Context: an optimization exercise on an open-source flow, tuned for small area, a short achievable clock period and few clock cycles per item. The choices shown serve that exercise and are no tape-out recipe. In this exercise RTL edits were held to simulation tests only and were not proved equivalent to the original.

File: config.mk
export PLATFORM = sky130hd
export DESIGN_NAME = two_finger_gesture_classifier_unit
export DESIGN_NICKNAME = two_finger_gesture_classifier_unit
export VERILOG_FILES = /design/flow/design.v
export SDC_FILE = /design/flow/constraint.sdc
export NUM_CORES = 4
export LEC_CHECK = 0
export ABC_AREA = 1
export CAP_MARGIN = 20
export CORE_MARGIN = 2
export CORE_UTILIZATION = 40
export SLEW_MARGIN = 20
File: constraint.sdc
create_clock -name core_clock -period 11.0 [get_ports {clock}]
set_input_delay 2.2000 -clock core_clock [delete_from_list [all_inputs] [get_ports {clock}]]
set_output_delay 2.2000 -clock core_clock [all_outputs]
set_load 0.01 [all_outputs]
File: design.v
package tfgc_pkg;
   localparam int MAX_CONTACTS_DEF = 4;
   localparam int COORD_BITS_DEF   = 12;
   localparam logic [2:0] OP_PRESS   = 3'd0;
   localparam logic [2:0] OP_MOVE    = 3'd1;
   localparam logic [2:0] OP_RELEASE = 3'd2;
   localparam logic [2:0] OP_TICK    = 3'd3;
   localparam logic [2:0] OP_QUERY   = 3'd4;
   localparam logic [1:0] GEST_NONE     = 2'd0;
   localparam logic [1:0] GEST_MOVE     = 2'd1;
   localparam logic [1:0] GEST_PINCH    = 2'd2;
   localparam logic [1:0] GEST_LONG_TAP = 2'd3;
   localparam logic [1:0] CSR_ACTIVE = 2'd0;
   localparam logic [1:0] CSR_GATE   = 2'd1;
   localparam logic [1:0] CSR_LONG   = 2'd2;
   localparam logic [2:0]  ACTIVE_RST = 3'd4;
   localparam logic [11:0] GATE_RST   = 12'd5;
   localparam logic [15:0] LONG_RST   = 16'd1500;
   localparam logic [15:0] HOLD_MAX   = 16'hFFFF;
   localparam logic signed [63:0] Q16_ONE  = 64'sd65536;
   localparam logic signed [63:0] Q16_HALF = 64'sd32768;
   localparam logic signed [31:0] SAT_MAX  = 32'sh7FFFFFFF;
   localparam logic signed [31:0] SAT_MIN  = 32'sh80000000;
   typedef enum logic [3:0] {
      ST_IDLE,
      ST_MV_WAIT,
      ST_TICK_RD,
      ST_TICK_WR,
      ST_Q_A,
      ST_Q_B,
      ST_Q_DEC,
      ST_LT_B,
      ST_MUL,
      ST_P_DEC,
      ST_SQRT,
      ST_DIV,
      ST_P_OUT,
      ST_FIN
   } state_type;
   function automatic logic signed [31:0] sat32(input logic signed [63:0] v);
      logic signed [31:0] r;
      if (v > 64'(SAT_MAX)) r = SAT_MAX;
      else if (v < 64'(SAT_MIN)) r = SAT_MIN;
      else r = v[31:0];
      sat32 = r;
   endfunction
endpackage
module two_finger_gesture_classifier_unit #(
   parameter int MAX_CONTACTS = tfgc_pkg::MAX_CONTACTS_DEF,
   parameter int COORD_BITS   = tfgc_pkg::COORD_BITS_DEF
) (
   input  logic               clock,
   input  logic               reset,
   input  logic               req_valid,
   output logic               req_stall,
   input  logic [2:0]         req_op,
   input  logic [1:0]         req_contact,
   input  logic [11:0]        req_pos_x,
   input  logic [11:0]        req_pos_y,
   output logic               rsp_valid,
   input  logic               rsp_stall,
   output logic [1:0]         rsp_gesture,
   output logic signed [31:0] rsp_value_x,
   output logic signed [31:0] rsp_value_y,
   output logic [2:0]         rsp_touch_count,
   input  logic               csr_write,
   input  logic [1:0]         csr_index,
   input  logic [15:0]        csr_wdata
);
   localparam int QD  = 16;
   localparam int QAW = 4;
   localparam int QEW = 7;
   localparam int PD  = 4;
   localparam int PAW = 2;
   localparam int K1  = 3;
   localparam int C1  = 4;
   localparam int K2  = 3;
   localparam int C2  = 3;
   localparam int KD  = 2;
   logic [2:0]        active_ff;
   logic [11:0]       gate_ff;
   logic [15:0]       long_ff;
   logic [3:0]        touched_ff;
   logic [3:0][11:0]  px_ff, py_ff;
   logic [3:0][12:0]  mx_ff, my_ff;
   logic [3:0][15:0]  hold_ff;
   logic [2:0]        n_slots;
   logic              in_range, accept;
   logic              is_press, is_move, is_rel, is_tick, is_query;
   logic              cfg_clear, st_change;
   logic [1:0]        pq_a, pq_b;
   logic              pq_have2, pq_dneg, pq_valid;
   logic [QEW-1:0]    q_mem [0:QD-1];
   logic [QAW-1:0]    q_wp, q_rp;
   logic [QAW:0]      q_cnt;
   logic [QEW-1:0]    q_new, q_head;
   logic              q_full, q_pop;
   logic [27:0]       p_mem [0:PD-1];
   logic [PAW-1:0]    p_wp, p_rp;
   logic [PAW:0]      p_cnt;
   logic [27:0]       p_new, p_head;
   logic              p_full, p_push, p_pop;
   logic              j_valid;
   logic [11:0]       j_ax, j_ay, j_bx, j_by;
   logic [12:0]       j_sx, j_sy;
   logic              rsp_valid_ff;
   logic [1:0]        rsp_gesture_ff;
   logic [31:0]       rsp_value_x_ff, rsp_value_y_ff;
   logic [2:0]        rsp_count_ff;
   assign rsp_valid       = rsp_valid_ff;
   assign rsp_gesture     = rsp_gesture_ff;
   assign rsp_value_x     = rsp_value_x_ff;
   assign rsp_value_y     = rsp_value_y_ff;
   assign rsp_touch_count = rsp_count_ff;
   assign n_slots   = (active_ff > 3'd4) ? 3'd4 : active_ff;
   assign in_range  = {1'b0, req_contact} < n_slots;
   assign is_press  = (req_op == tfgc_pkg::OP_PRESS);
   assign is_move   = (req_op == tfgc_pkg::OP_MOVE);
   assign is_rel    = (req_op == tfgc_pkg::OP_RELEASE);
   assign is_tick   = (req_op == tfgc_pkg::OP_TICK);
   assign is_query  = (req_op == tfgc_pkg::OP_QUERY);
   assign q_full    = (q_cnt == (QAW+1)'(QD));
   assign p_full    = (p_cnt == (PAW+1)'(PD));
   assign req_stall = q_full || (is_query && (!pq_valid || j_valid || p_full));
   assign accept    = req_valid && !req_stall;
   assign cfg_clear = csr_write && (csr_index == tfgc_pkg::CSR_ACTIVE) &&
                      (csr_wdata[2:0] != active_ff);
   assign st_change = (accept && in_range && (is_press || is_move || is_rel)) || cfg_clear;
   always_ff @(posedge clock) begin
      if (reset) begin
         active_ff <= tfgc_pkg::ACTIVE_RST;
         gate_ff   <= tfgc_pkg::GATE_RST;
         long_ff   <= tfgc_pkg::LONG_RST;
      end else if (csr_write) begin
         case (csr_index)
            tfgc_pkg::CSR_ACTIVE: active_ff <= csr_wdata[2:0];
            tfgc_pkg::CSR_GATE:   gate_ff   <= csr_wdata[11:0];
            tfgc_pkg::CSR_LONG:   long_ff   <= csr_wdata;
            default: ;
         endcase
      end
   end
   always_ff @(posedge clock) begin
      logic [1:0]         cnt, fa, fb;
      logic signed [12:0] ax, ay, bx, by;
      logic signed [26:0] dot;
      cnt = '0;
      fa  = '0;
      fb  = '0;
      for (int i = 0; i < 4; i++) begin
         if (touched_ff[i]) begin
            if (cnt == 2'd0) fa = 2'(i);
            else if (cnt == 2'd1) fb = 2'(i);
            if (cnt != 2'd2) cnt = cnt + 2'd1;
         end
      end
      ax  = mx_ff[fa];
      ay  = my_ff[fa];
      bx  = mx_ff[fb];
      by  = my_ff[fb];
      dot = 27'(ax * bx) + 27'(ay * by);
      pq_a     <= fa;
      pq_b     <= fb;
      pq_have2 <= (cnt == 2'd2);
      pq_dneg  <= dot[26];
      pq_valid <= !reset && !st_change;
   end
   logic [3:0]         big;
   logic               c_touched;
   logic signed [12:0] c_dx, c_dy;
   always_comb begin
      for (int i = 0; i < 4; i++) begin
         logic signed [12:0] ex, ey;
         logic signed [13:0] g;
         ex = signed'({1'b0, req_pos_x}) - signed'({1'b0, px_ff[i]});
         ey = signed'({1'b0, req_pos_y}) - signed'({1'b0, py_ff[i]});
         g  = signed'({2'b00, gate_ff});
         big[i] = (14'(ex) > g) || (14'(ex) < -g) || (14'(ey) > g) || (14'(ey) < -g);
      end
      c_touched = touched_ff[req_contact];
      c_dx = signed'({1'b0, req_pos_x}) - signed'({1'b0, px_ff[req_contact]});
      c_dy = signed'({1'b0, req_pos_y}) - signed'({1'b0, py_ff[req_contact]});
   end
   logic [1:0]         qa, qb;
   logic [11:0]        pxa, pya, pxb, pyb, ppxa, ppya, ppxb, ppyb;
   logic signed [12:0] mxa, mya, mxb, myb;
   logic               ha, hb, lta, ltb;
   logic [11:0]        amxa, amya, amxb, amyb;
   logic [12:0]        sx, sy;
   logic signed [12:0] exp, eyp, exl, eyl;
   logic signed [13:0] smx, smy;
   logic [12:0]        spx, spy;
   always_comb begin
      qa  = pq_a;
      qb  = pq_b;
      pxa = px_ff[qa];  pya = py_ff[qa];
      pxb = px_ff[qb];  pyb = py_ff[qb];
      mxa = mx_ff[qa];  mya = my_ff[qa];
      mxb = mx_ff[qb];  myb = my_ff[qb];
      ha  = (mxa == '0) && (mya == '0);
      hb  = (mxb == '0) && (myb == '0);
      lta = hold_ff[qa] > long_ff;
      ltb = hold_ff[qb] > long_ff;
      amxa = mxa[12] ? 12'(-mxa) : mxa[11:0];
      amya = mya[12] ? 12'(-mya) : mya[11:0];
      amxb = mxb[12] ? 12'(-mxb) : mxb[11:0];
      amyb = myb[12] ? 12'(-myb) : myb[11:0];
      sx  = 13'(amxa) + 13'(amxb);
      sy  = 13'(amya) + 13'(amyb);
      ppxa = pxa - mxa[11:0];
      ppya = pya - mya[11:0];
      ppxb = pxb - mxb[11:0];
      ppyb = pyb - myb[11:0];
      exp = signed'({1'b0, ppxb}) - signed'({1'b0, ppxa});
      eyp = signed'({1'b0, ppyb}) - signed'({1'b0, ppya});
      exl = signed'({1'b0, pxb}) - signed'({1'b0, pxa});
      eyl = signed'({1'b0, pyb}) - signed'({1'b0, pya});
      smx = 14'(mxa) + 14'(mxb);
      smy = 14'(mya) + 14'(myb);
      spx = 13'(pxa) + 13'(pxb);
      spy = 13'(pya) + 13'(pyb);
   end
   logic [3:0]  touched_in;
   logic [2:0]  cnt_next;
   logic [1:0]  g_new, k_new;
   logic        clr_a, clr_b, job;
   always_comb begin
      touched_in = touched_ff;
      if (in_range) begin
         if (is_press || is_move) touched_in[req_contact] = 1'b1;
         if (is_rel)              touched_in[req_contact] = 1'b0;
      end
      cnt_next = 3'(touched_in[0]) + 3'(touched_in[1]) + 3'(touched_in[2]) +
                 3'(touched_in[3]);
      g_new  = tfgc_pkg::GEST_NONE;
      k_new  = 2'd0;
      p_new  = '0;
      p_push = 1'b0;
      clr_a  = 1'b0;
      clr_b  = 1'b0;
      job    = 1'b0;
      if (is_query && pq_have2) begin
         if (ha && hb) begin
            if (lta) begin
               clr_a = 1'b1;
               if (ltb) begin
                  clr_b  = 1'b1;
                  g_new  = tfgc_pkg::GEST_LONG_TAP;
                  k_new  = 2'd1;
                  p_push = 1'b1;
                  p_new  = {1'b0, spx, 1'b0, spy};
               end
            end
         end else if (!ha && !hb && !pq_dneg) begin
            g_new  = tfgc_pkg::GEST_MOVE;
            k_new  = 2'd1;
            p_push = 1'b1;
            p_new  = {smx, smy};
         end else begin
            g_new = tfgc_pkg::GEST_PINCH;
            if (exp == '0 && eyp == '0) begin
               k_new = 2'd2;
            end else begin
               k_new = 2'd3;
               job   = 1'b1;
            end
         end
      end
      q_new = {g_new, cnt_next, k_new};
   end
   always_ff @(posedge clock) begin
      if (reset) begin
         touched_ff <= '0;
      end else begin
         if (accept) touched_ff <= touched_in;
         if (cfg_clear) touched_ff <= '0;
      end
   end
   for (genvar i = 0; i < 4; i++) begin : g_slot
      logic sel, wr_new, wr_mv, tk, clr;
      assign sel    = accept && in_range && (req_contact == 2'(i));
      assign wr_new = sel && (is_press || (is_move && !touched_ff[i]));
      assign wr_mv  = sel && is_move && touched_ff[i];
      assign tk     = accept && is_tick && touched_ff[i] && (hold_ff[i] != 16'hFFFF);
      assign clr    = accept && ((clr_a && qa == 2'(i)) || (clr_b && qb == 2'(i)));
      always_ff @(posedge clock) begin
         if (wr_new || wr_mv) begin
            px_ff[i] <= req_pos_x;
            py_ff[i] <= req_pos_y;
         end
         if (wr_new) begin
            mx_ff[i] <= '0;
            my_ff[i] <= '0;
         end else if (wr_mv) begin
            mx_ff[i] <= c_dx;
            my_ff[i] <= c_dy;
         end
         if (wr_new || (wr_mv && big[i]) || clr) hold_ff[i] <= '0;
         else if (tk) hold_ff[i] <= hold_ff[i] + 16'd1;
      end
   end
   assign q_head = q_mem[q_rp];
   assign p_head = p_mem[p_rp];
   always_ff @(posedge clock) begin
      if (accept) q_mem[q_wp] <= q_new;
      if (accept && p_push) p_mem[p_wp] <= p_new;
   end
   always_ff @(posedge clock) begin
      if (reset) begin
         q_wp  <= '0;
         q_rp  <= '0;
         q_cnt <= '0;
         p_wp  <= '0;
         p_rp  <= '0;
         p_cnt <= '0;
      end else begin
         if (accept) q_wp <= q_wp + QAW'(1);
         if (q_pop)  q_rp <= q_rp + QAW'(1);
         q_cnt <= q_cnt + (QAW+1)'(accept) - (QAW+1)'(q_pop);
         if (accept && p_push) p_wp <= p_wp + PAW'(1);
         if (p_pop)            p_rp <= p_rp + PAW'(1);
         p_cnt <= p_cnt + (PAW+1)'(accept && p_push) - (PAW+1)'(p_pop);
      end
   end
   always_ff @(posedge clock) begin
      if (accept && job) begin
         j_ax <= exp[12] ? 12'(-exp) : exp[11:0];
         j_ay <= eyp[12] ? 12'(-eyp) : eyp[11:0];
         j_bx <= exl[12] ? 12'(-exl) : exl[11:0];
         j_by <= eyl[12] ? 12'(-eyl) : eyl[11:0];
         j_sx <= sx;
         j_sy <= sy;
      end
   end
   logic [24:0] e_len2, e_dist2;
   logic [25:0] e_len2n;
   logic [3:0]  e_sh;
   logic [4:0]  e_wsh;
   logic [3:0]  e_cyc;
   function automatic logic [24:0] sq12(input logic [11:0] v);
      logic [24:0] acc;
      acc = '0;
      for (int i = 0; i < 12; i++)
         acc = acc + ((25'({v >> (i + 1), 2'b01}) << (2 * i)) & {25{v[i]}});
      sq12 = acc;
   endfunction
   always_comb begin
      logic [11:0] o;
      logic [3:0]  m;
      logic [12:0] so;
      logic [3:0]  ms;
      logic [5:0]  n, nr;
      e_len2  = sq12(j_ax) + sq12(j_ay);
      e_dist2 = sq12(j_bx) + sq12(j_by);
      o = j_ax | j_ay;
      m = '0;
      for (int i = 0; i < 12; i++) if (o[i]) m = 4'(i);
      e_sh    = 4'd11 - m;
      e_len2n = 26'(e_len2) << (2 * e_sh);
      so = j_sx | j_sy;
      ms = '0;
      for (int i = 0; i < 13; i++) if (so[i]) ms = 4'(i);
      n     = 6'(ms) + 6'd6 + 6'(e_sh);
      e_cyc = 4'((n + 6'(KD - 1)) / 6'(KD));
      nr    = 6'(KD) * 6'(e_cyc);
      e_wsh = 5'(6'd18 - 6'(ms) - (nr - n));
   end
   logic              s1_valid, s1_last, s1_take;
   logic [1:0]        s1_cnt;
   logic [23:0]       s1_rad;
   logic [13:0]       s1_rem, s1_rem_n;
   logic [11:0]       s1_root, s1_root_n;
   logic [1:0]        s1_low;
   logic [12:0]       s1_sx, s1_sy;
   logic              s1_neg;
   logic [3:0]        s1_sh, s1_cyc;
   logic [4:0]        s1_wsh;
   always_comb begin
      logic [15:0] rem2, trial;
      logic [16:0] df;
      s1_rem_n  = s1_rem;
      s1_root_n = s1_root;
      for (int k = 0; k < K1; k++) begin
         rem2  = {s1_rem_n, s1_rad[23-2*k -: 2]};
         trial = {2'b00, s1_root_n, 2'b01};
         df    = {1'b0, rem2} - {1'b0, trial};
         if (!df[16]) begin
            s1_rem_n  = 14'(df);
            s1_root_n = {s1_root_n[10:0], 1'b1};
         end else begin
            s1_rem_n  = 14'(rem2);
            s1_root_n = {s1_root_n[10:0], 1'b0};
         end
      end
   end
   logic              s2_valid, s2_last, s2_take;
   logic [1:0]        s2_cnt;
   logic [1:0]        s2_rad;
   logic [22:0]       s2_rem, s2_rem_n;
   logic [20:0]       s2_root, s2_root_n;
   logic [12:0]       s2_sx, s2_sy;
   logic              s2_neg;
   logic [3:0]        s2_sh, s2_cyc;
   logic [4:0]        s2_wsh;
   always_comb begin
      logic [24:0] rem2, trial;
      logic [25:0] df;
      s2_rem_n  = s2_rem;
      s2_root_n = s2_root;
      for (int k = 0; k < K2; k++) begin
         rem2  = {s2_rem_n, (k == 0 && s2_cnt == 2'd0) ? s2_rad : 2'b00};
         trial = {2'b00, s2_root_n, 2'b01};
         df    = {1'b0, rem2} - {1'b0, trial};
         if (!df[25]) begin
            s2_rem_n  = 23'(df);
            s2_root_n = {s2_root_n[19:0], 1'b1};
         end else begin
            s2_rem_n  = 23'(rem2);
            s2_root_n = {s2_root_n[19:0], 1'b0};
         end
      end
   end
   logic [1:0]        d_busy, d_done;
   logic [1:0][20:0]  d_d;
   logic [1:0][20:0]  d_rx, d_ry;
   logic [1:0][28:0]  d_qx, d_qy;
   logic [1:0][3:0]   d_cnt;
   logic [1:0]        d_neg;
   logic              d_hturn, d_tturn;
   logic              d_take;
   logic [1:0]        d_rel;
   assign d_take  = s2_last && !d_busy[d_hturn];
   assign s2_take = !s2_valid || d_take;
   assign s1_last = s1_valid && (s1_cnt == 2'(C1 - 1));
   assign s2_last = s2_valid && (s2_cnt == 2'(C2 - 1));
   assign s1_take = !s1_valid || (s1_last && s2_take);
   always_ff @(posedge clock) begin
      if (reset) begin
         j_valid  <= 1'b0;
         s1_valid <= 1'b0;
         s2_valid <= 1'b0;
      end else begin
         if (accept && job) j_valid <= 1'b1;
         else if (s1_take)  j_valid <= 1'b0;
         if (s1_take)       s1_valid <= j_valid;
         if (s2_take)       s2_valid <= s1_last;
      end
   end
   always_ff @(posedge clock) begin
      if (s1_take) begin
         s1_cnt  <= '0;
         s1_rad  <= e_len2n[25:2];
         s1_low  <= e_len2n[1:0];
         s1_rem  <= '0;
         s1_root <= '0;
         s1_sx   <= j_sx;
         s1_sy   <= j_sy;
         s1_neg  <= e_dist2 < e_len2;
         s1_sh   <= e_sh;
         s1_cyc  <= e_cyc;
         s1_wsh  <= e_wsh;
      end else if (s1_valid && !s1_last) begin
         s1_cnt  <= s1_cnt + 2'd1;
         s1_rad  <= {s1_rad[23-2*K1:0], (2*K1)'(0)};
         s1_rem  <= s1_rem_n;
         s1_root <= s1_root_n;
      end
      if (s2_take) begin
         s2_cnt  <= '0;
         s2_rad  <= s1_low;
         s2_rem  <= 23'(s1_rem_n);
         s2_root <= 21'(s1_root_n);
         s2_sx   <= s1_sx;
         s2_sy   <= s1_sy;
         s2_neg  <= s1_neg;
         s2_sh   <= s1_sh;
         s2_cyc  <= s1_cyc;
         s2_wsh  <= s1_wsh;
      end else if (s2_valid && !s2_last) begin
         s2_cnt  <= s2_cnt + 2'd1;
         s2_rem  <= s2_rem_n;
         s2_root <= s2_root_n;
      end
   end
   for (genvar u = 0; u < 2; u++) begin : g_div
      logic        ld;
      logic [20:0] rx, ry;
      logic [28:0] qx, qy;
      assign ld = d_take && (d_hturn == 1'(u));
      always_comb begin
         logic [21:0] t;
         logic [22:0] df;
         rx = d_rx[u];
         ry = d_ry[u];
         qx = d_qx[u];
         qy = d_qy[u];
         for (int k = 0; k < KD; k++) begin
            t  = {rx, 1'b0};
            df = {1'b0, t} - {2'b00, d_d[u]};
            if (!df[22]) begin rx = df[20:0]; qx = {qx[27:0], 1'b1}; end
            else         begin rx = t[20:0];  qx = {qx[27:0], 1'b0}; end
            t  = {ry, 1'b0};
            df = {1'b0, t} - {2'b00, d_d[u]};
            if (!df[22]) begin ry = df[20:0]; qy = {qy[27:0], 1'b1}; end
            else         begin ry = t[20:0];  qy = {qy[27:0], 1'b0}; end
         end
      end
      always_ff @(posedge clock) begin
         if (reset) begin
            d_busy[u] <= 1'b0;
            d_done[u] <= 1'b0;
         end else if (ld) begin
            d_busy[u] <= 1'b1;
            d_done[u] <= 1'b0;
         end else if (d_rel[u]) begin
            d_busy[u] <= 1'b0;
            d_done[u] <= 1'b0;
         end else if (d_busy[u] && !d_done[u] && d_cnt[u] == 4'd1) begin
            d_done[u] <= 1'b1;
         end
      end
      always_ff @(posedge clock) begin
         if (ld) begin
            d_d[u]   <= s2_root_n & ~((21'd1 << s2_sh) - 21'd1);
            d_rx[u]  <= 21'(32'(s2_sx) << s2_wsh);
            d_ry[u]  <= 21'(32'(s2_sy) << s2_wsh);
            d_qx[u]  <= '0;
            d_qy[u]  <= '0;
            d_cnt[u] <= s2_cyc;
            d_neg[u] <= s2_neg;
         end else if (d_busy[u] && !d_done[u]) begin
            d_rx[u]  <= rx;
            d_ry[u]  <= ry;
            d_qx[u]  <= qx;
            d_qy[u]  <= qy;
            d_cnt[u] <= d_cnt[u] - 4'd1;
         end
      end
   end
   always_ff @(posedge clock) begin
      if (reset) begin
         d_hturn <= 1'b0;
         d_tturn <= 1'b0;
      end else begin
         if (d_take) d_hturn <= !d_hturn;
         if (q_pop && q_head[1:0] == 2'd3) d_tturn <= !d_tturn;
      end
   end
   logic        load_ok, head_ok;
   logic [31:0] o_vx, o_vy;
   always_comb begin
      logic signed [13:0] hx, hy;
      logic [28:0]        eqx, eqy;
      logic               eneg;
      load_ok = !rsp_valid_ff || !rsp_stall;
      head_ok = (q_cnt != '0) && (q_head[1:0] != 2'd3 || d_done[d_tturn]);
      q_pop   = load_ok && head_ok;
      p_pop   = q_pop && (q_head[1:0] == 2'd1);
      d_rel   = '0;
      d_rel[d_tturn] = q_pop && (q_head[1:0] == 2'd3);
      hx   = p_head[27:14];
      hy   = p_head[13:0];
      eqx  = d_qx[d_tturn];
      eqy  = d_qy[d_tturn];
      eneg = d_neg[d_tturn];
      case (q_head[1:0])
         2'd1: begin
            o_vx = {{3{hx[13]}}, hx, 15'd0};
            o_vy = {{3{hy[13]}}, hy, 15'd0};
         end
         2'd2: begin
            o_vx = 32'h7FFFFFFF;
            o_vy = 32'h7FFFFFFF;
         end
         2'd3: begin
            o_vx = eneg ? 32'd65536 - 32'(eqx) : 32'd65536 + 32'(eqx);
            o_vy = eneg ? 32'd65536 - 32'(eqy) : 32'd65536 + 32'(eqy);
         end
         default: begin
            o_vx = '0;
            o_vy = '0;
         end
      endcase
   end
   always_ff @(posedge clock) begin
      if (reset) begin
         rsp_valid_ff <= 1'b0;
      end else if (load_ok) begin
         rsp_valid_ff <= head_ok;
      end
   end
   always_ff @(posedge clock) begin
      if (q_pop) begin
         rsp_gesture_ff <= q_head[6:5];
         rsp_count_ff   <= q_head[4:2];
         rsp_value_x_ff <= o_vx;
         rsp_value_y_ff <= o_vy;
      end
   end
endmodule
File: run.sh
#!/bin/bash
# synth_recipe.tcl (not shown) runs the flow's synth.tcl, then flattens the netlist and writes it again
# the make line also repeats each setting of config.mk as NAME=value (left out here)
make -C /OpenROAD-flow-scripts/flow DESIGN_CONFIG=/design/flow/config.mk WORK_HOME=/design/flow/orfs CLKGATE_MAP_FILE= SYNTH_SCRIPT=/design/flow/synth_recipe.tcl finish
==> metrics.cfg, run 1 <==
[flow_run]
maxCapViolCount = 0

[critical_path]
arrival_ns = 10.48
slowest_delay_ns = 0.80
crit_path_max_fanout = 75
endpoint_kind = register
r2r_start = touched_ff[0]
crit_type = reg -> reg
required_ns = 11.68
start_kind = register
path_common_cell = fa_1
cp_slowest_cell = clkinv_2
crit_start = touched_ff[0]

[timing]
worst_slew_pin_slew_ns = 1.28
setup_ws_ns = 1.20
period_share_pct = 89.1
setup_violations = 0
drv_slew = 0
rsz0062_at_grt = false
hold_viol = 0
tns_ns = 0
fin_crit_ns = 9.80
skew_ns = 0.0650
slew-limit-headroom_pct = 14.0
max_freq_mhz = 102

[route]
antenna_left = 0
drt_iter0_markers = 7862
wl_met3_um = 24700
dr_total_vias = 91300
met2_length_um = 154000
viasPerCell = 5.37
top_layer_used = met5
drc = 0
drt-total-wl_um = 340000
drt-pass1-iter-count = 6
wl_per_cell_um = 20.0
wl_met1_um = 149000

[floorplanning]
initial_core_util_pct = 40.3
die-area_mm2 = 0.275
die_h_um = 524
die_w_um = 524
coreArea_mm2 = 0.268
core.rowCount = 190
boundaryPins = 123

[clock_network]
clkSlewWorstSetupHoldPaths_ns = 0.07
cts_root_buf = clkbuf_16
cts.htree.levels = 4
hold_buffers = 0
post_cts_buffers = 0
cts_tree = yes
cts.sinks = 1143
numCtsBuffers = 143
clock_latency_ns = 0.84
cts_resized = 0
clockBufferDepth = 4

[final_layout]
synthToLayoutAreaGrowth_pct = 9.02
ff_latch_area_mm2 = 0.0302
multi_input_area_mm2 = 0.0674
drive_above_1_share_pct = 4.12
fin_nets = 15200
final_cell_mix = inv_1 (2,326), nand2_1 (2,252), ha_1 (1,146)
final_common_cell = inv_1
nFillCells = 27000

[placed_design]
place_congestion = 0.973
port-buffer-count = 122
dpl_worst_slack_ns = 1.70
dp_hpwl_um = 264000

[synthesis]
syn_avg_cell_area_um2 = 8.10
yosysSeqAreaShare_pct = 27.9
syn-num-nets = 15200
synth_top_flop_cell = edfxtp_1
synth_seq_cells = 1143
syn_area_mm2 = 0.108
synth-edff-count = 733
ys_types = 73
synth_warnings = 1
synthCells = 13400
ys_async_sr_fraction_pct = 0

[grt]
grt_antenna_before_repair = 18
grt_max_degree = 90
grt.total_usage_pct = 24.4
first_global_vias = 87000
grt_pass1_wl_um = 517000
gr-total-overflow = 0

[worst_hold_path]
worstHoldStart = s1_sx[2]
hold_path.class = reg -> reg

[run_status]
status = no timing/DRC/antenna violations

cell type report:
class	count	area share [%]
diodes	5	0.0106
clock buffers	176	3.25
clock inverters	71	0.696
inverters	2378	7.57
multi-input cells	9424	57.2
flip-flops and latches	1143	25.6
well taps	3552	3.77
repair buffers	247	1.86
logic make-up after synthesis:
group | Yosys count | synth area share, %
adders and majority gates | 1791 | 25.2
DFF | 1143 | 27.9
and+or+nand+nor | 3932 | 15.0
AOI/OAI and AO/OA | 2998 | 16.3
muxes | 45 | 0.417
buffers and inverters | 2786 | 9.81
xor gates and xnor gates | 658 | 5.33
cell usage after synthesis, types with 9 or more instances:
cell | n | area share (%)
clkinv_1 | 22 | 0.076
nand2_1 | 2262 | 7.9
o22ai_1 | 246 | 1.4
o211ai_1 | 135 | 0.94
nand2_2 | 16 | 0.093
edfxtp_1 | 733 | 20
a21boi_0 | 15 | 0.10
nand3_2 | 16 | 0.15
nor3_1 | 135 | 0.62
and2_1 | 15 | 0.087
a21o_1 | 37 | 0.26
nand4_1 | 78 | 0.45
xor2_1 | 445 | 3.6
clkbuf_1 | 319 | 1.1
a22oi_1 | 100 | 0.69
o221ai_1 | 59 | 0.48
dfxtp_1 | 410 | 7.6
o21ai_1 | 54 | 0.25
a21oi_1 | 1046 | 4.8
nand3b_1 | 15 | 0.10
o21a_1 | 97 | 0.67
a31oi_1 | 60 | 0.35
inv_2 | 27 | 0.094
a32o_1 | 9 | 0.083
o31ai_1 | 19 | 0.13
xnor2_1 | 213 | 1.7
fa_1 | 645 | 12
buf_2 | 46 | 0.21
a32oi_1 | 73 | 0.59
nand3_1 | 345 | 1.6
or2_2 | 69 | 0.40
nor2_1 | 907 | 3.1
nor4_1 | 34 | 0.20
inv_1 | 2329 | 8.1
buf_1 | 29 | 0.10
o21bai_1 | 71 | 0.49
o2111ai_1 | 13 | 0.11
a221oi_1 | 30 | 0.24
a211oi_1 | 33 | 0.23
ha_1 | 1146 | 13
o21ai_0 | 840 | 3.9
mux2i_1 | 45 | 0.42
registers in the layout (all words and copies together), names as in the netlist, 42 cells and up, named ones only:
name,count
p_mem,112
q_mem,112
hold_ff,64
d_qx,58
d_qy,58
mx_ff,52
my_ff,52
px_ff,48
py_ff,48
d_d,42
d_rx,42
d_ry,42
metrics by stage:
stage / instance area (µm²) / hold WS (ns) / std cells / util [%]
after floorplan: 108000 / 0.400 / 13400 / -
final: 118000 / 0.385 / 17000 / 43.9
after global placement: 113000 / 0.401 / 16700 / 42.2
after detailed placement: 113000 / 0.405 / 16700 / 42.2
after global routing: 118000 / 0.396 / 17000 / 43.9
after CTS: 118000 / 0.382 / 17000 / 43.9
critical path: cells and delay by family, from the launching register on:
family	cells	cell delay (ns)
compound gates	7	2.16
simple gates	7	0.62
buf+inv	8	2.09
flops	1	0.43
fa+ha+maj	10	4.35
worst paths after layout:
check | to | slack (ns) | cells past startpoint
worst min-delay path | s2_sx[2] | 0.38 | 0
worst min register to register | s2_sx[2] | 0.38 | 0
worst max register to register | pq_dneg | 1.20 | 32
worst max-delay path | pq_dneg | 1.20 | 32
per-layer routing:
metal | global-route usage, % | vias up
met5 | 0 | -
met4 | 8.61 | 12
met3 | 4.07 | 632
met2 | 39.2 | 2974
met1 | 33.0 | 43200
li1 | - | 44400
Testbench counts, summed over its fixed seeds: cycles 6,669, items 6,484.
==> inputs of run 2 (changes only) <==
--- a/design.v
+++ b/design.v
@@ -100,7 +100,8 @@
    logic [PAW:0]      p_cnt;
    logic [27:0]       p_new, p_head;
    logic              p_full, p_push, p_pop;
-   logic              j_valid;
+   logic              j_valid, j_ph;
+   logic [24:0]       j_len2;
    logic [11:0]       j_ax, j_ay, j_bx, j_by;
    logic [12:0]       j_sx, j_sy;
    logic              rsp_valid_ff;
@@ -140,30 +141,43 @@
          endcase
       end
    end
+   logic signed [12:0] pr_ax, pr_ay, pr_bx, pr_by;
+   logic               pc_small;
+   logic signed [14:0] pc_fdot;
+   logic signed [26:0] sr_acc, sr_acc_n;
+   logic [3:0]         sr_cnt;
+   logic               sr_done;
+   always_comb begin
+      pc_small = (pr_ax[12:6] == {7{pr_ax[6]}}) && (pr_ay[12:6] == {7{pr_ay[6]}}) &&
+                 (pr_bx[12:6] == {7{pr_bx[6]}}) && (pr_by[12:6] == {7{pr_by[6]}});
+      pc_fdot = 15'(signed'(pr_ax[6:0]) * signed'(pr_bx[6:0])) +
+                15'(signed'(pr_ay[6:0]) * signed'(pr_by[6:0]));
+   end
+   always_comb begin
+      logic signed [26:0] ta, tb;
+      ta = pr_bx[sr_cnt] ? 27'(pr_ax) : 27'sd0;
+      tb = pr_by[sr_cnt] ? 27'(pr_ay) : 27'sd0;
+      if (sr_cnt == 4'd12) sr_acc_n = 27'sd0 - ta - tb;
+      else                 sr_acc_n = (sr_acc <<< 1) + ta + tb;
+   end
    always_ff @(posedge clock) begin
-      logic [1:0]         cnt, fa, fb;
-      logic signed [12:0] ax, ay, bx, by;
-      logic signed [26:0] dot;
-      cnt = '0;
-      fa  = '0;
-      fb  = '0;
-      for (int i = 0; i < 4; i++) begin
-         if (touched_ff[i]) begin
-            if (cnt == 2'd0) fa = 2'(i);
-            else if (cnt == 2'd1) fb = 2'(i);
-            if (cnt != 2'd2) cnt = cnt + 2'd1;
+      if (reset || st_change) begin
+         pq_valid <= 1'b0;
+         sr_cnt   <= 4'd12;
+         sr_done  <= 1'b0;
+      end else if (!pq_valid) begin
+         if (pc_small) begin
+            pq_valid <= 1'b1;
+            pq_dneg  <= pc_fdot[14];
+         end else if (sr_done) begin
+            pq_valid <= 1'b1;
+            pq_dneg  <= sr_acc[26];
+         end else begin
+            sr_acc <= sr_acc_n;
+            sr_cnt <= sr_cnt - 4'd1;
+            if (sr_cnt == 4'd0) sr_done <= 1'b1;
          end
       end
-      ax  = mx_ff[fa];
-      ay  = my_ff[fa];
-      bx  = mx_ff[fb];
-      by  = my_ff[fb];
-      dot = 27'(ax * bx) + 27'(ay * by);
-      pq_a     <= fa;
-      pq_b     <= fb;
-      pq_have2 <= (cnt == 2'd2);
-      pq_dneg  <= dot[26];
-      pq_valid <= !reset && !st_change;
    end
    logic [3:0]         big;
    logic               c_touched;
@@ -276,11 +290,43 @@
          if (cfg_clear) touched_ff <= '0;
       end
    end
+   logic [3:0]         wr_new_v, wr_mv_v;
+   logic [3:0][12:0]   nmx, nmy;
+   always_comb begin
+      for (int i = 0; i < 4; i++) begin
+         nmx[i] = wr_new_v[i] ? 13'd0 : wr_mv_v[i] ? c_dx : mx_ff[i];
+         nmy[i] = wr_new_v[i] ? 13'd0 : wr_mv_v[i] ? c_dy : my_ff[i];
+      end
+   end
+   always_ff @(posedge clock) begin
+      logic [3:0]              tn;
+      logic [1:0]              cnt, fa, fb;
+      tn = (reset || cfg_clear) ? 4'd0 : accept ? touched_in : touched_ff;
+      cnt = '0;
+      fa  = '0;
+      fb  = '0;
+      for (int i = 0; i < 4; i++) begin
+         if (tn[i]) begin
+            if (cnt == 2'd0) fa = 2'(i);
+            else if (cnt == 2'd1) fb = 2'(i);
+            if (cnt != 2'd2) cnt = cnt + 2'd1;
+         end
+      end
+      pq_a     <= fa;
+      pq_b     <= fb;
+      pq_have2 <= (cnt == 2'd2);
+      pr_ax    <= nmx[fa];
+      pr_ay    <= nmy[fa];
+      pr_bx    <= nmx[fb];
+      pr_by    <= nmy[fb];
+   end
    for (genvar i = 0; i < 4; i++) begin : g_slot
       logic sel, wr_new, wr_mv, tk, clr;
       assign sel    = accept && in_range && (req_contact == 2'(i));
       assign wr_new = sel && (is_press || (is_move && !touched_ff[i]));
       assign wr_mv  = sel && is_move && touched_ff[i];
+      assign wr_new_v[i] = wr_new;
+      assign wr_mv_v[i]  = wr_mv;
       assign tk     = accept && is_tick && touched_ff[i] && (hold_ff[i] != 16'hFFFF);
       assign clr    = accept && ((clr_a && qa == 2'(i)) || (clr_b && qb == 2'(i)));
       always_ff @(posedge clock) begin
@@ -330,9 +376,13 @@
          j_by <= eyl[12] ? 12'(-eyl) : eyl[11:0];
          j_sx <= sx;
          j_sy <= sy;
+      end else if (j_valid && !j_ph && s1_take) begin
+         j_ax   <= j_bx;
+         j_ay   <= j_by;
+         j_len2 <= e_len2;
       end
    end
-   logic [24:0] e_len2, e_dist2;
+   logic [24:0] e_len2;
    logic [25:0] e_len2n;
    logic [3:0]  e_sh;
    logic [4:0]  e_wsh;
@@ -351,7 +401,6 @@
       logic [3:0]  ms;
       logic [5:0]  n, nr;
       e_len2  = sq12(j_ax) + sq12(j_ay);
-      e_dist2 = sq12(j_bx) + sq12(j_by);
       o = j_ax | j_ay;
       m = '0;
       for (int i = 0; i < 12; i++) if (o[i]) m = 4'(i);
@@ -437,12 +486,20 @@
    always_ff @(posedge clock) begin
       if (reset) begin
          j_valid  <= 1'b0;
+         j_ph     <= 1'b0;
          s1_valid <= 1'b0;
          s2_valid <= 1'b0;
       end else begin
-         if (accept && job) j_valid <= 1'b1;
-         else if (s1_take)  j_valid <= 1'b0;
-         if (s1_take)       s1_valid <= j_valid;
+         if (accept && job) begin
+            j_valid <= 1'b1;
+            j_ph    <= 1'b0;
+         end else if (j_ph) begin
+            j_valid <= 1'b0;
+            j_ph    <= 1'b0;
+         end else if (j_valid && s1_take) begin
+            j_ph    <= 1'b1;
+         end
+         if (s1_take)       s1_valid <= j_valid && !j_ph;
          if (s2_take)       s2_valid <= s1_last;
       end
    end
@@ -455,7 +512,6 @@
          s1_root <= '0;
          s1_sx   <= j_sx;
          s1_sy   <= j_sy;
-         s1_neg  <= e_dist2 < e_len2;
          s1_sh   <= e_sh;
          s1_cyc  <= e_cyc;
          s1_wsh  <= e_wsh;
@@ -465,6 +521,7 @@
          s1_rem  <= s1_rem_n;
          s1_root <= s1_root_n;
       end
+      if (j_ph) s1_neg <= e_len2 < j_len2;
       if (s2_take) begin
          s2_cnt  <= '0;
          s2_rad  <= s1_low;
--- a/config.mk
+++ b/config.mk
@@ -9,4 +9,5 @@
 export CAP_MARGIN = 20
 export CORE_MARGIN = 2
 export CORE_UTILIZATION = 40
+export SETUP_SLACK_MARGIN = 3
 export SLEW_MARGIN = 20
==> run 2 against run 1 <==
Effect of this change:
- register-to-register slack better by 2.3 ns
- final area is 5.1% lower
- utilization increased by 0.17 points
- die area is 5.8% lower
- via count fell by 4.8%
- count of clock-buffer cells in the layout is 25 higher
- worst setup slack improved by 2.3 ns
- synthesized area down 5.8%
- clock skew is 0.019 ns lower
- fmax rose by 31%
- highest routed layer unchanged
==> metrics.cfg, run 2 <==
[run_status]
status = no timing/DRC/antenna violations

[timing]
setup_violations = 0
skew_ns = 0.0461
period_share_pct = 68.2
worst_slew_pin_slew_ns = 1.19
drv_slew = 0
slew-limit-headroom_pct = 20.1
tns_ns = 0
fin_crit_ns = 7.50
rsz0062_at_grt = false
max_freq_mhz = 133
setup_ws_ns = 3.50
hold_viol = 0

[critical_path]
path_common_cell = o21ai_0
crit_type = in -> reg
endpoint_kind = register
slowest_delay_ns = 1.14
arrival_ns = 8.23
cp_top_family = buffers and inverters
cp_slowest_cell = clkinv_1
cp_cell_sequence = clkdlybuf4s50_1 > ha_1 > nand2_1 > a21oi_1 > inv_1 > nand2_1 > o21ai_0 > o21ai_0 > inv_1 > nor2_1 > nor2_1 > ha_1 > o21ai_0 > ha_1 > inv_1 > a31oi_4 > buf_4 > clkinv_1 > o21ai_0 > a21oi_1 > a21oi_1
crit_path_max_fanout = 73
start_kind = input port
required_ns = 11.73
path_buf_inv = 6

[clock_network]
clock_latency_ns = 0.84
cts.htree.levels = 4
hold_buffers = 0
cts_root_buf = clkbuf_16
clkSlewWorstSetupHoldPaths_ns = 0.06
clockBufferDepth = 3
cts_tree = yes
numCtsBuffers = 149
cts.sinks = 1251

[synthesis]
synth-xor-area-share_pct = 5.83
synth_top_area_cell = edfxtp_1
post-synth-top-count-cell = nand2_1
ys_async_sr_fraction_pct = 0
synth_compound_area_share_pct = 17.6
synth_area_leaders = edfxtp_1 (23%), ha_1 (13%), dfxtp_1 (9.2%)
synth_warnings = 1
synthCells = 12700
synth.top_cell.area_share_pct = 23.1
synth-simple-area-share_pct = 16.1
synth_seq_cells = 1251
synth_top_flop_cell = edfxtp_1
synth_common_cells = nand2_1 (2,189), inv_1 (1,986), ha_1 (1,058)
ys_types = 79
synth-edff-count = 784
syn-num-nets = 14100
yosysSeqAreaShare_pct = 32.3
syn_area_mm2 = 0.102
syn_avg_cell_area_um2 = 8.02
synthAdderAreaFrac_pct = 18.5
synth_top_family_by_area = adder cells
synthMuxAreaShare_pct = 0.413

[final_layout]
final_cell_mix = nand2_1 (2,181), inv_1 (1,977), ha_1 (1,057)
nFillCells = 25600
multi_input_area_mm2 = 0.0598
ff_latch_area_mm2 = 0.0329
final_common_cell = nand2_1
fin_nets = 14100
drive_above_1_share_pct = 4.56
synthToLayoutAreaGrowth_pct = 9.85
reg_top3 = p_mem (112), q_mem (112), hold_ff (64)

[route]
dr_total_vias = 86900
drt_iter0_markers = 7276
viasPerCell = 5.38
antenna_left = 0
drt-total-wl_um = 316000
wl_per_cell_um = 19.5
drt-pass1-iter-count = 7
drc = 0

[flow_run]
maxCapViolCount = 0

[grt]
gr-total-overflow = 0
grt.total_usage_pct = 23.9
grt_max_degree = 85
first_global_vias = 82300
grt_pass1_wl_um = 483000
grt_antenna_before_repair = 7

[floorplanning]
core.rowCount = 185
die_h_um = 509
coreArea_mm2 = 0.254
boundaryPins = 123
die_w_um = 509
initial_core_util_pct = 40.1
die-area_mm2 = 0.259

[worst_hold_path]
hold_path.class = reg -> reg

[placed_design]
place_congestion = 0.970
port-buffer-count = 122
dpl_worst_slack_ns = 1.47
dp_hpwl_um = 241000

-- run 2: cell types whose count changed after synthesis, moves of 29 or more --
cell,delta
a21oi_1,-74
a22oi_1,-35
dfxtp_1,+57
edfxtp_1,+51
fa_1,-364
ha_1,-88
inv_1,-343
nand2_1,-73
nand3_1,+121
nand3b_1,+29
nor2_1,-116
o211ai_1,-32
o21ai_0,+62
or2_2,-35
-- run 2: final timing paths --
kind | cells past startpoint | slack (ns) | endpoint | start
hold / removal | 0 | 0.42 | s2_sx[5] | s1_sx[5]
hold reg to reg | 0 | 0.42 | s2_sx[5] | s1_sx[5]
setup / recovery | 21 | 3.50 | pr_bx[12] | req_contact[1]
setup reg to reg | 44 | 3.54 | s2_rem[9] | s2_root[4]
-- run 2: area by class of cell --
class	count	share of cell area, %
multi-input cells	8998	53.5
flip-flops and latches	1251	29.4
inverters	2036	6.87
clock buffers	201	3.81
well taps	3366	3.77
repair buffers	231	1.84
clock inverters	75	0.809
diodes	5	0.0112
repair inverters	1	0.00671
-- run 2: per-layer routing --
metal | GRT usage (%) | wire length (µm) | vias to the layer above
li1 | - | - | 43000
met1 | 32.1 | 140000 | 40800
met3 | 3.28 | 19400 | 531
met2 | 39.0 | 144000 | 2608
met4 | 8.65 | 12300 | 2
met5 | 0 | 11 | -
-- run 2: logic make-up after synthesis --
logic type	count (synthesis)
and+or+nand+nor	3906
AOI/OAI and AO/OA	3030
buffers and inverters	2445
adders and majority gates	1339
DFF	1251
xor gates and xnor gates	678
muxes	42
-- run 2: worst reg2reg max path: cells and delay by family (launching register included) --
family                   cells  cell delay, ns
AO/OA/AOI/OAI               12            1.97
adder cells (fa/ha/maj)      3            1.15
buffers and inverters        6            0.89
flip-flops                   1            0.35
AND/OR/NAND/NOR             23            2.82
-- run 2: timing repair --
| item | CTS | global route |
|---|---|---|
| endpoints found under the setup margin | 68 | 129 |
| pin swaps | 0 | 5 |
| gates cloned | 1 | 3 |
| hold endpoints to repair | 0 | 0 |
| gates resized for setup | 11 | 41 |
| buffers inserted | 1 | 9 |
-- run 2: through the flow --
step	instance area (µm²)	util, %	cells	hold slack (ns)
after floorplan	102000	-	12700	0.400
after global placement	106000	41.9	15900	0.402
after detailed placement	106000	41.9	15900	0.405
after CTS	112000	44.0	16100	0.418
after global routing	112000	44.1	16200	0.422
final	112000	44.1	16200	0.417
Testbench counts of run 2, summed over its fixed seeds: cycles 6,669, items 6,484.
==> inputs of run 3 (changes only) <==
--- a/design.v
+++ b/design.v
@@ -104,15 +104,13 @@
    logic [24:0]       j_len2;
    logic [11:0]       j_ax, j_ay, j_bx, j_by;
    logic [12:0]       j_sx, j_sy;
-   logic              rsp_valid_ff;
-   logic [1:0]        rsp_gesture_ff;
-   logic [31:0]       rsp_value_x_ff, rsp_value_y_ff;
-   logic [2:0]        rsp_count_ff;
-   assign rsp_valid       = rsp_valid_ff;
-   assign rsp_gesture     = rsp_gesture_ff;
-   assign rsp_value_x     = rsp_value_x_ff;
-   assign rsp_value_y     = rsp_value_y_ff;
-   assign rsp_touch_count = rsp_count_ff;
+   logic              load_ok, head_ok;
+   logic [31:0]       o_vx, o_vy;
+   assign rsp_valid       = head_ok;
+   assign rsp_gesture     = q_head[6:5];
+   assign rsp_value_x     = o_vx;
+   assign rsp_value_y     = o_vy;
+   assign rsp_touch_count = q_head[4:2];
    assign n_slots   = (active_ff > 3'd4) ? 3'd4 : active_ff;
    assign in_range  = {1'b0, req_contact} < n_slots;
    assign is_press  = (req_op == tfgc_pkg::OP_PRESS);
@@ -179,21 +177,16 @@
          end
       end
    end
-   logic [3:0]         big;
+   logic               c_big;
    logic               c_touched;
    logic signed [12:0] c_dx, c_dy;
    always_comb begin
-      for (int i = 0; i < 4; i++) begin
-         logic signed [12:0] ex, ey;
-         logic signed [13:0] g;
-         ex = signed'({1'b0, req_pos_x}) - signed'({1'b0, px_ff[i]});
-         ey = signed'({1'b0, req_pos_y}) - signed'({1'b0, py_ff[i]});
-         g  = signed'({2'b00, gate_ff});
-         big[i] = (14'(ex) > g) || (14'(ex) < -g) || (14'(ey) > g) || (14'(ey) < -g);
-      end
+      logic signed [13:0] g;
       c_touched = touched_ff[req_contact];
       c_dx = signed'({1'b0, req_pos_x}) - signed'({1'b0, px_ff[req_contact]});
       c_dy = signed'({1'b0, req_pos_y}) - signed'({1'b0, py_ff[req_contact]});
+      g  = signed'({2'b00, gate_ff});
+      c_big = (14'(c_dx) > g) || (14'(c_dx) < -g) || (14'(c_dy) > g) || (14'(c_dy) < -g);
    end
    logic [1:0]         qa, qb;
    logic [11:0]        pxa, pya, pxb, pyb, ppxa, ppya, ppxb, ppyb;
@@ -225,8 +218,8 @@
       ppya = pya - mya[11:0];
       ppxb = pxb - mxb[11:0];
       ppyb = pyb - myb[11:0];
-      exp = signed'({1'b0, ppxb}) - signed'({1'b0, ppxa});
-      eyp = signed'({1'b0, ppyb}) - signed'({1'b0, ppya});
+      exp = 13'(14'(pxb) - 14'(pxa) - 14'(mxb) + 14'(mxa));
+      eyp = 13'(14'(pyb) - 14'(pya) - 14'(myb) + 14'(mya));
       exl = signed'({1'b0, pxb}) - signed'({1'b0, pxa});
       eyl = signed'({1'b0, pyb}) - signed'({1'b0, pya});
       smx = 14'(mxa) + 14'(mxb);
@@ -341,7 +334,7 @@
             mx_ff[i] <= c_dx;
             my_ff[i] <= c_dy;
          end
-         if (wr_new || (wr_mv && big[i]) || clr) hold_ff[i] <= '0;
+         if (wr_new || (wr_mv && c_big) || clr) hold_ff[i] <= '0;
          else if (tk) hold_ff[i] <= hold_ff[i] + 16'd1;
       end
    end
@@ -603,13 +596,11 @@
          if (q_pop && q_head[1:0] == 2'd3) d_tturn <= !d_tturn;
       end
    end
-   logic        load_ok, head_ok;
-   logic [31:0] o_vx, o_vy;
    always_comb begin
       logic signed [13:0] hx, hy;
       logic [28:0]        eqx, eqy;
       logic               eneg;
-      load_ok = !rsp_valid_ff || !rsp_stall;
+      load_ok = !rsp_stall;
       head_ok = (q_cnt != '0) && (q_head[1:0] != 2'd3 || d_done[d_tturn]);
       q_pop   = load_ok && head_ok;
       p_pop   = q_pop && (q_head[1:0] == 2'd1);
@@ -639,19 +630,4 @@
          end
       endcase
    end
-   always_ff @(posedge clock) begin
-      if (reset) begin
-         rsp_valid_ff <= 1'b0;
-      end else if (load_ok) begin
-         rsp_valid_ff <= head_ok;
-      end
-   end
-   always_ff @(posedge clock) begin
-      if (q_pop) begin
-         rsp_gesture_ff <= q_head[6:5];
-         rsp_count_ff   <= q_head[4:2];
-         rsp_value_x_ff <= o_vx;
-         rsp_value_y_ff <= o_vy;
-      end
-   end
 endmodule
--- a/config.mk
+++ b/config.mk
@@ -8,6 +8,7 @@
 export ABC_AREA = 1
 export CAP_MARGIN = 20
 export CORE_MARGIN = 2
-export CORE_UTILIZATION = 40
-export SETUP_SLACK_MARGIN = 3
+export CORE_UTILIZATION = 55
+export PLACE_DENSITY = 0.68
+export SETUP_SLACK_MARGIN = 3.5
 export SLEW_MARGIN = 20
==> run 3 against run 2 <==
Effect of this change:
- still clean on timing, DRC and antenna
- final area fell by 9.2%
- non-clock buffer count rose by 70
- synthesized cell count fell by 7.8%
- global-route usage rose by 12 points
- hold slack barely moved
- die area fell by 34%
==> metrics.cfg, run 3 <==
[synthesis]
synth_area_leaders = edfxtp_1 (23%), ha_1 (10%), dfxtp_1 (10%)
synth_top_area_cell = edfxtp_1
synth.top_cell.area_share_pct = 23.3
post-synth-top-count-cell = nand2_1
syn_area_mm2 = 0.0923
syn_avg_cell_area_um2 = 7.89
syn-num-nets = 12800
synth_common_cells = nand2_1 (2,076), inv_1 (2,007), o21ai_0 (911)
ys_async_sr_fraction_pct = 0
synth_warnings = 1
synth-edff-count = 715
ys_types = 78
yosysSeqAreaShare_pct = 33.4
synth_seq_cells = 1181
synthCells = 11700
synth_top_flop_cell = edfxtp_1

[worst_hold_path]
min_path_cells = 0
worstHoldStart = s1_sy[3]
hold_path.class = reg -> reg
min_to = s2_sy[3]

[timing]
whs_ns = 0.416
slew-limit-headroom_pct = 21.5
worst_slew_pin_slew_ns = 1.18
setup_violations = 0
max_freq_mhz = 137
period_share_pct = 66.1
skew_ns = 0.0534
tns_ns = 0
drv_slew = 0
fin_crit_ns = 7.28
hold_viol = 0
rsz0062_at_grt = true

[route]
drt-pass1-iter-count = 6
drt-total-wl_um = 310000
drc = 0
dr_total_vias = 82300
wl_per_cell_um = 22.0
drt_iter0_markers = 8075
viasPerCell = 5.85
antenna_left = 0

[critical_path]
start_kind = input port
r2r_start = j_ay[4]
path_buf_inv = 6
crit_path_max_fanout = 23
cp_top_family = compound AO/OA/AOI/OAI gates
reg2reg_depth = 29
cp_slowest_cell = clkdlybuf4s50_1
ff2ff_setup_slack_ns = 3.95
endpoint_kind = register
r2r-end = s1_neg
path_common_cell = nor2_1
arrival_ns = 8.01
required_ns = 11.73
slowest_delay_ns = 0.61
crit_type = in -> reg

[final_layout]
fin_nets = 12900
synthToLayoutAreaGrowth_pct = 9.97
drive_above_1_share_pct = 5.32
reg_top3 = p_mem (112), q_mem (112), hold_ff (64)
final_cell_mix = nand2_1 (2,058), inv_1 (2,000), o21ai_0 (883)
final_common_cell = nand2_1

[floorplanning]
core.rowCount = 150
die_h_um = 414
initial_core_util_pct = 55.3
die_w_um = 414
boundaryPins = 123
die-area_mm2 = 0.171
coreArea_mm2 = 0.167

[clock_network]
clockBufferDepth = 3
clock_latency_ns = 0.85
cts_root_buf = clkbuf_16
numCtsBuffers = 137
cts_tree = yes
clkSlewWorstSetupHoldPaths_ns = 0.06
cts.sinks = 1181
cts.htree.levels = 4

[grt]
first_global_vias = 78700
grt_antenna_before_repair = 8
busiest_layer = met2
gr-total-overflow = 0
met1_usage_pct = 44.6
grt.total_usage_pct = 35.6
global_route.usage.met3_pct = 5.91
grt_max_degree = 87
grtUsageMet2_pct = 58.9
grt_pass1_wl_um = 465000

[flow_run]
maxCapViolCount = 0

[placed_design]
port-buffer-count = 122
dp_hpwl_um = 236000
place_congestion = 1.01

[run_status]
status = no timing/DRC/antenna violations

## run 3: changes by cell type after synthesis, moves of 45 or more
cell,before,now
a32oi_1,51,3
edfxtp_1,784,715
xor2_1,459,377
a21oi_1,972,887
nand2_1,2189,2076
a22oi_1,65,110
nand3_1,466,383
ha_1,1058,770
## run 3: layout make-up
type	count	area, µm²
fillers	15100	65500
multi-input cells	8075	52600
flip-flops and latches	1181	30800
inverters	2053	7750
clock buffers	177	3770
well taps	2204	2760
repair buffers	301	2750
clock inverters	76	1030
repair inverters	4	27.5
diodes	4	10.0
## run 3: repair_timing
item	CTS	global route
cloned	3	2
setup buffers	4	68
hold buffers	0	0
pin swaps	1	10
resized for setup	32	89
endpoints found under the setup margin	233	297
## run 3: logic make-up (layout without fill, tap and decap cells)
family | after synthesis | after routing | synth area share, %
AO/OA/AOI/OAI | 2765 | 2765 | 17.3
XOR/XNOR | 555 | 555 | 5.27
adder cells (fa/ha/maj) | 1085 | 1085 | 17.3
buffers and inverters | 2445 | 2611 | 10.1
flip-flops | 1181 | 1181 | 33.4
multiplexers | 37 | 37 | 0.403
other | 0 | 4 | 0
AND/OR/NAND/NOR | 3632 | 3633 | 16.3
## run 3: worst max-delay path by stage
| stage | start | endpoint | slack, ns | cells after the start |
|---|---|---|---|---|
| after floorplan | s2_root[0] | s2_rem[7] | 4.77 | 43 |
| after global placement | req_op[2] | pr_by[12] | 2.21 | 22 |
| after detailed placement | req_op[2] | pr_by[12] | 2.28 | 22 |
| after CTS | s2_root[0] | s2_rem[5] | 3.51 | 39 |
| after global routing | req_contact[1] | hold_ff[39] | 3.45 | 31 |
| final | req_contact[1] | hold_ff[39] | 3.72 | 31 |
## run 3: metal layers
metal	vias to the layer above	wire, µm
li1	39000	-
met1	39100	124000
met2	3490	144000
met3	750	23900
met4	4	18600
met5	-	17
## run 3: through the flow
step / instance area, µm² / worst slack [ns] / std cells / utilization [%]
after global routing: 102000 / 3.45 / 14100 / 60.8
after global placement: 95600 / 2.21 / 13700 / 57.2
after CTS: 101000 / 3.51 / 14000 / 60.2
after detailed placement: 95600 / 2.28 / 13700 / 57.2
after floorplan: 92300 / 4.77 / 11700 / -
final: 102000 / 3.72 / 14100 / 60.8
Testbench counts of run 3, summed over its fixed seeds: cycles 6,661, items 6,484.

[separate check: timing with driven ports]
How much do the figures lean on ideal ports? The routed layouts below were timed once more, with nothing changed but the port constraints. Step 1 (the two cells are an assumption about what drives the block):
set clk [get_ports {clock}]
set_driving_cell -lib_cell sky130_fd_sc_hd__clkbuf_16 $clk
set_driving_cell -lib_cell sky130_fd_sc_hd__buf_2 [delete_from_list [all_inputs] $clk]
Step 2, shift: input delay + t, output delay - t, t = (earliest + latest rising clock arrival at the registers) / 2. This alone moves slack from input paths to output paths. a / b / c = no drivers / after step 1 / after step 2; a / b = the first two.
run | t, ns | slack for setup (ns) | hold WS [ns] | worst setup path at the end
run 1 | 0.889 | 1.199 / 1.199 / 1.199 | 0.385 / 0.385 / 0.385 | register to register
run 2 | 0.913 | 3.497 / 3.544 / 2.665 | 0.417 / 0.417 / 0.417 | input to register
run 3 | 0.900 | 3.725 / 3.754 / 2.854 | 0.416 / 0.416 / 0.416 | input to register
After both steps every run listed still meets setup and hold. For run 3, which loses most, drivers alone change the setup slack by +0.029 ns; drivers and shift together by -0.871 ns.
